From an optimization exercise on the open Yosys and OpenROAD flow, aimed at small area and few clock cycles per item; shortcuts taken in it are not production practice.
RTL that was checked went through simulation tests only; none was proved equivalent to the original.
Power and IR drop assume default switching activity. No driver is modelled on the clock port, so clocking that relies on it looks cheaper here than on a real chip.

## cp_insert
module cp_insert
#(
   parameter int WIDTH = 32,
   parameter int N     = 64,
   parameter int B     = 6,
   parameter int CP    = 16
) (
   input  logic             clk,
   input  logic             rst,
   input  logic             ena_in,
   input  logic [WIDTH-1:0] dat_in,
   output logic             in_rdy,
   output logic             val_out,
   output logic             sym_sta,
   output logic [WIDTH-1:0] dat_out
);
Size in the first run: ~3200 cells after synthesis, ~2100 flip-flops, ~0.049 mm² of cells after synthesis.
clock: 7.0 ns
lec_check: 0
cap_margin: 20
core_margin: 2
core_utilization: 60
cts_buf_list: sky130_fd_sc_hd__clkbuf_16
cts_cluster_diameter: 50
cts_cluster_size: 36
slew_margin: 20
synth_memory_max_bits: 16384
run.sh (not shown) runs the stock make flow with config.mk's settings and CLKGATE_MAP_FILE= SYNTH_SCRIPT=/design/flow/synth_recipe.tcl, a recipe that flattens the netlist after the stock synthesis.
The starting point ran to the end with no violations.
Testbench counts at the start, summed over its fixed seeds: cycles 15,872, symbols 192.
Next try:
CAP_MARGIN = 0   (was 20)
CTS_CLUSTER_DIAMETER = 100   (was 50)
CTS_CLUSTER_SIZE = 32   (was 36)
SLEW_MARGIN = 0   (was 20)
Final area drops by 5.2%. Sequential power hardly moves. Worst setup slack gets worse by 0.028 ns. Power fell by 11%. Count of clock-buffer cells in the layout drops by 65.
Next try:
==> flow/flow/run.sh (new file) <==
#!/bin/bash
set -e
rm -rf scripts_abc
cp -r "$FLOW_HOME/scripts" scripts_abc
sed -i 's/^&nf$/\&nf -R 1000/; /^buffer -c$/d; /^upsize -c$/d; /^dnsize -c$/d' scripts_abc/abc_speed.script
cp scripts_abc/abc_speed.script abc_speed_script.log
export SCRIPTS_DIR="$PWD/scripts_abc"
export BUFFER_PORTS_ARGS="-buffer_cell sky130_fd_sc_hd__buf_1"
export CTS_ARGS="-sink_clustering_enable -repair_clock_nets -sink_clustering_size 34 -sink_clustering_max_diameter 100 -buf_list sky130_fd_sc_hd__clkbuf_16 -dont_use_dummy_load"
bash standard.sh > standard.log 2>&1
==> flow/standard.sh (new file) <==
#!/bin/bash
# synth_recipe.tcl (not shown) runs the flow's synth.tcl, then flattens the netlist and writes it again
# the make line also repeats each setting of config.mk as NAME=value (left out here)
make -C /OpenROAD-flow-scripts/flow DESIGN_CONFIG=/design/flow/config.mk WORK_HOME=/design/flow/orfs CLKGATE_MAP_FILE= SYNTH_SCRIPT=/design/flow/synth_recipe.tcl "${@:-finish}"
CTS_CLUSTER_SIZE = 34   (was 32)
removed: flow/run.sh
Result: Global-route usage went up by 0.62 points. Hold slack loses 0.010 ns. Fmax rises by about 2.8%. Die area shrinks by 1.8%. Critical path depth grows by 1. Sequential share of layout area went up by 1.3 points. Utilization rose by 0.10 points. Combinational power came out lower by 28%. Power drops by 8.7%. Worst setup slack gets better by 0.14 ns.
Next try:
==> flow/flow/run.sh (replaced) <==
#!/bin/bash
set -e
export BUFFER_PORTS_ARGS="-buffer_cell sky130_fd_sc_hd__buf_1"
export CTS_ARGS="-sink_clustering_enable -repair_clock_nets -sink_clustering_size 32 -sink_clustering_max_diameter 100 -buf_list sky130_fd_sc_hd__clkbuf_16 -dont_use_dummy_load"
bash standard.sh > standard.log 2>&1
CORE_UTILIZATION = 75   (was 60)
CTS_CLUSTER_SIZE = 32   (was 34)
After rerunning: Total power climbs by 9.0%. Setup slack is worse by 0.23 ns. Routed wire length is about the same. Synthesized area grows by about 1.8%. Via count is higher by 1.4%. Clock skew climbs by 0.0093 ns. Cell area barely changes.
Next try:
CORE_UTILIZATION = 60   (was 75)
Result: Area after synthesis does not change; power went down slightly; non-clock buffer count is unchanged; final cell count is higher by a few percent; worst setup slack improved by 0.18 ns; design area came out higher slightly; routed wire length goes down by a few percent; first-iteration DRC count drops by a little under a tenth; count of clock-buffer cells in the layout does not change; clock skew goes down by 0.019 ns.
Next try:
==> flow/flow/run.sh (replaced) <==
#!/bin/bash
set -e
export BUFFER_PORTS_ARGS="-buffer_cell sky130_fd_sc_hd__buf_1"
export CTS_ARGS="-sink_clustering_enable -repair_clock_nets -sink_clustering_size 34 -sink_clustering_max_diameter 100 -buf_list sky130_fd_sc_hd__clkbuf_16 -dont_use_dummy_load"
bash standard.sh > standard.log 2>&1
CTS_CLUSTER_SIZE = 34   (was 32)
Final cell count hardly moves.
Power went down by 0.42%.
Core utilization hardly moves.
Setup slack stays flat.
Maximum frequency barely changes.
Die area does not change.
Combinational power barely changes.
Area after synthesis is unchanged.
Cell area barely changes.

========
cp_insert, a different RTL version from the one above (not shown whole).
For scale: ~2900 cells after synthesis, roughly 46000 sq um of cells after synthesis.
clock: 7.0 ns
lec_check: 0
cap_margin: 10
core_margin: 2
core_utilization: 60
cts_buf_list: sky130_fd_sc_hd__clkbuf_16
cts_cluster_diameter: 100
cts_cluster_size: 35
slew_margin: 10
synth_hierarchical: 1
synth_memory_max_bits: 16384
standard.sh (not shown) runs the stock make flow with config.mk's settings and CLKGATE_MAP_FILE= SYNTH_SCRIPT=/design/flow/synth_recipe.tcl, a recipe that flattens the netlist after the stock synthesis.
==> flow/flow/run.sh <==
#!/bin/bash
set -e
rm -rf scripts_abc
cp -r "$FLOW_HOME/scripts" scripts_abc
sed -i 's/^&nf$/\&nf -R 1000/; /^buffer -c$/d; /^upsize -c$/d; /^dnsize -c$/d' scripts_abc/abc_speed.script
cp scripts_abc/abc_speed.script abc_speed_script.log
export SCRIPTS_DIR="$PWD/scripts_abc"
export BUFFER_PORTS_ARGS="-buffer_cell sky130_fd_sc_hd__buf_1"
export CTS_ARGS="-sink_clustering_enable -repair_clock_nets -sink_clustering_size 35 -sink_clustering_max_diameter 100 -buf_list sky130_fd_sc_hd__clkbuf_16 -dont_use_dummy_load"
bash standard.sh > standard.log 2>&1
The first run produced a clean layout.
Testbench counts at the start, summed over its fixed seeds: cycles 15,872, symbols 192.
Then changed:
--- a/flow/flow/run.sh
+++ b/flow/flow/run.sh
@@ -8,3 +8,3 @@
 export BUFFER_PORTS_ARGS="-buffer_cell sky130_fd_sc_hd__buf_1"
-export CTS_ARGS="-sink_clustering_enable -repair_clock_nets -sink_clustering_size 35 -sink_clustering_max_diameter 100 -buf_list sky130_fd_sc_hd__clkbuf_16 -dont_use_dummy_load"
+export CTS_ARGS="-sink_clustering_enable -repair_clock_nets -sink_clustering_size 34 -sink_clustering_max_diameter 100 -buf_list sky130_fd_sc_hd__clkbuf_16 -dont_use_dummy_load"
 bash standard.sh > standard.log 2>&1
CTS_CLUSTER_SIZE = 34   (was 35)
After rerunning: Cell area is about the same. Via count stays flat. Sequential power stays flat. Wire length is about the same. Global-route usage hardly moves. Worst setup slack improved by 0.057 ns. Sequential cell count stays the same. Synthesized cell count does not change. Non-clock buffer count does not change. Utilization stays flat.
Then changed:
==> flow/run.sh (new file) <==
#!/bin/bash
# synth_recipe.tcl (not shown) runs the flow's synth.tcl, then flattens the netlist and writes it again
# the make line also repeats each setting of config.mk as NAME=value (left out here)
make -C /OpenROAD-flow-scripts/flow DESIGN_CONFIG=/design/flow/config.mk WORK_HOME=/design/flow/orfs CLKGATE_MAP_FILE= SYNTH_SCRIPT=/design/flow/synth_recipe.tcl finish
removed: flow/flow/run.sh
removed: flow/standard.sh
What happened:
- total power came out higher by 3.0%
- hold slack improved by 0.0048 ns
- via count came out higher by 2.5%
- non-clock buffer count came out lower by 1
- maximum frequency came out higher by 3.3%
- synthesized area came out higher by 2.3%
- count of clock-buffer cells in the layout came out higher by 4
- design area came out higher by 1.6%
- global-route usage came out higher by 0.72 points
- die area came out higher by 2.2%
- sequential share of layout area came out lower by 1.3 points
Then changed:
==> flow/flow/run.sh (new file) <==
#!/bin/bash
set -e
rm -rf scripts_abc
cp -r "$FLOW_HOME/scripts" scripts_abc
sed -i 's/^&nf$/\&nf -R 1000/; /^buffer -c$/d; /^upsize -c$/d; /^dnsize -c$/d' scripts_abc/abc_speed.script
cp scripts_abc/abc_speed.script abc_speed_script.log
export SCRIPTS_DIR="$PWD/scripts_abc"
export BUFFER_PORTS_ARGS="-buffer_cell sky130_fd_sc_hd__buf_1"
export CTS_ARGS="-sink_clustering_enable -repair_clock_nets -sink_clustering_size 36 -sink_clustering_max_diameter 70 -buf_list sky130_fd_sc_hd__clkbuf_16 -dont_use_dummy_load"
bash standard.sh > standard.log 2>&1
==> flow/standard.sh (new file) <==
#!/bin/bash
# synth_recipe.tcl (not shown) runs the flow's synth.tcl, then flattens the netlist and writes it again
# the make line also repeats each setting of config.mk as NAME=value (left out here)
make -C /OpenROAD-flow-scripts/flow DESIGN_CONFIG=/design/flow/config.mk WORK_HOME=/design/flow/orfs CLKGATE_MAP_FILE= SYNTH_SCRIPT=/design/flow/synth_recipe.tcl "${@:-finish}"
CTS_CLUSTER_DIAMETER = 70   (was 100)
CTS_CLUSTER_SIZE = 36   (was 34)
removed: flow/run.sh
After rerunning:
- The new run produced a clean layout
- routed wire length came out lower by 6.8%
- power came out lower by 3.3%
- cell area came out lower by 1.6%
- clock skew came out higher by 0.031 ns
- via count came out lower by 2.5%
- global-route usage came out lower by 0.77 points
- count of clock-buffer cells in the layout came out lower by 6

========
Another version of the RTL of cp_insert (not shown whole).
For scale: ~3200 cells after synthesis, roughly 2100 flip-flops, about 70 I/O pins, ~49000 um2 of cells after synthesis.
## cp_insert
module cp_insert
#(
   parameter int WIDTH = 32,
   parameter int N     = 64,
   parameter int B     = 6,
   parameter int CP    = 16
) (
   input  logic             clk,
   input  logic             rst,
   input  logic             ena_in,
   input  logic [WIDTH-1:0] dat_in,
   output logic             in_rdy,
   output logic             val_out,
   output logic             sym_sta,
   output logic [WIDTH-1:0] dat_out
);
Settings: LEC_CHECK=0, CAP_MARGIN=0, CORE_MARGIN=2, CORE_UTILIZATION=60, CTS_BUF_LIST=sky130_fd_sc_hd__clkbuf_16, CTS_CLUSTER_DIAMETER=100, CTS_CLUSTER_SIZE=34, GPL_ROUTABILITY_DRIVEN=0, GPL_TIMING_DRIVEN=0, SLEW_MARGIN=0, SYNTH_MEMORY_MAX_BITS=16384; clock period 7.0 ns.
==> flow/flow/run.sh <==
#!/bin/bash
set -e
export BUFFER_PORTS_ARGS="-buffer_cell sky130_fd_sc_hd__buf_1"
export CTS_ARGS="-sink_clustering_enable -repair_clock_nets -sink_clustering_size 34 -sink_clustering_max_diameter 100 -buf_list sky130_fd_sc_hd__clkbuf_16 -dont_use_dummy_load"
bash standard.sh > standard.log 2>&1
The starting point produced a clean layout.
Next try:
- GPL_ROUTABILITY_DRIVEN: 0 -> not set
- GPL_TIMING_DRIVEN: 0 -> not set
- setup slack gets better by 0.22 ns
- sequential cell count stays the same
- combinational power stays flat
- sequential share of layout area rose by 0.42 points
- global-route usage falls by 1.8 points
- count of clock-buffer cells in the layout stays the same
- final area drops slightly
- routed wire length fell by a little under a tenth
- area after synthesis is unchanged
- total power stays flat
No functional check of the RTL was part of any run of this note.

[static timing again, ports no longer ideal]
The flow's constraints put no driver on any port. The routed layouts listed below were extracted and timed again, unchanged, in two steps. Step 1: set_driving_cell puts a clkbuf_16 on clk and a buf_2 on each other input, an assumption about the parent block. Step 2, shift: input delay + t, output delay - t, t = (earliest + latest rising clock arrival at the registers) / 2. This alone moves slack from input paths to output paths. Three values: ideal, step 1, step 2; two values: the first two.
| run | shift t [ns] | setup WS [ns] | latest minus earliest clock arrival (ns) | worst data-port slew with drivers (ns) | cell pins on the clock port's net |
|---|---|---|---|---|---|
| the first run of note 1 | 0.778 | 1.933 / 1.933 / 1.933 | 0.037 / 0.036 | 0.11 | 1 |
| the second run of note 1 | 0.702 | 1.904 / 1.904 / 1.904 | 0.023 / 0.023 | 0.10 | 1 |
| the third run of note 1 | 0.694 | 2.045 / 2.045 / 2.045 | 0.052 / 0.052 | 0.07 | 1 |
| the fourth run of note 1 | 0.699 | 1.810 / 1.810 / 1.810 | 0.058 / 0.058 | 0.10 | 1 |
| the fifth run of note 1 | 0.690 | 1.992 / 1.992 / 1.992 | 0.040 / 0.039 | 0.09 | 1 |
| the sixth run of note 1 | 0.681 | 1.990 / 1.990 / 1.990 | 0.075 / 0.075 | 0.09 | 1 |
| the first run of note 2 | 0.689 | 1.787 / 1.787 / 1.787 | 0.075 / 0.075 | 0.05 | 1 |
| the second run of note 2 | 0.711 | 1.844 / 1.844 / 1.844 | 0.046 / 0.046 | 0.05 | 1 |
| the third run of note 2 | 0.714 | 2.006 / 1.981 / 2.006 | 0.028 / 0.028 | 0.09 | 1 |
| the fourth run of note 2 | 0.697 | 1.853 / 1.853 / 1.853 | 0.054 / 0.053 | 0.05 | 1 |
| the first run of note 3 | 0.704 | 1.452 / 1.452 / 1.452 | 0.056 / 0.056 | 0.11 | 1 |
| the second run of note 3 | 0.686 | 1.670 / 1.670 / 1.670 | 0.052 / 0.052 | 0.10 | 1 |
After both steps every run listed still meets setup and hold.
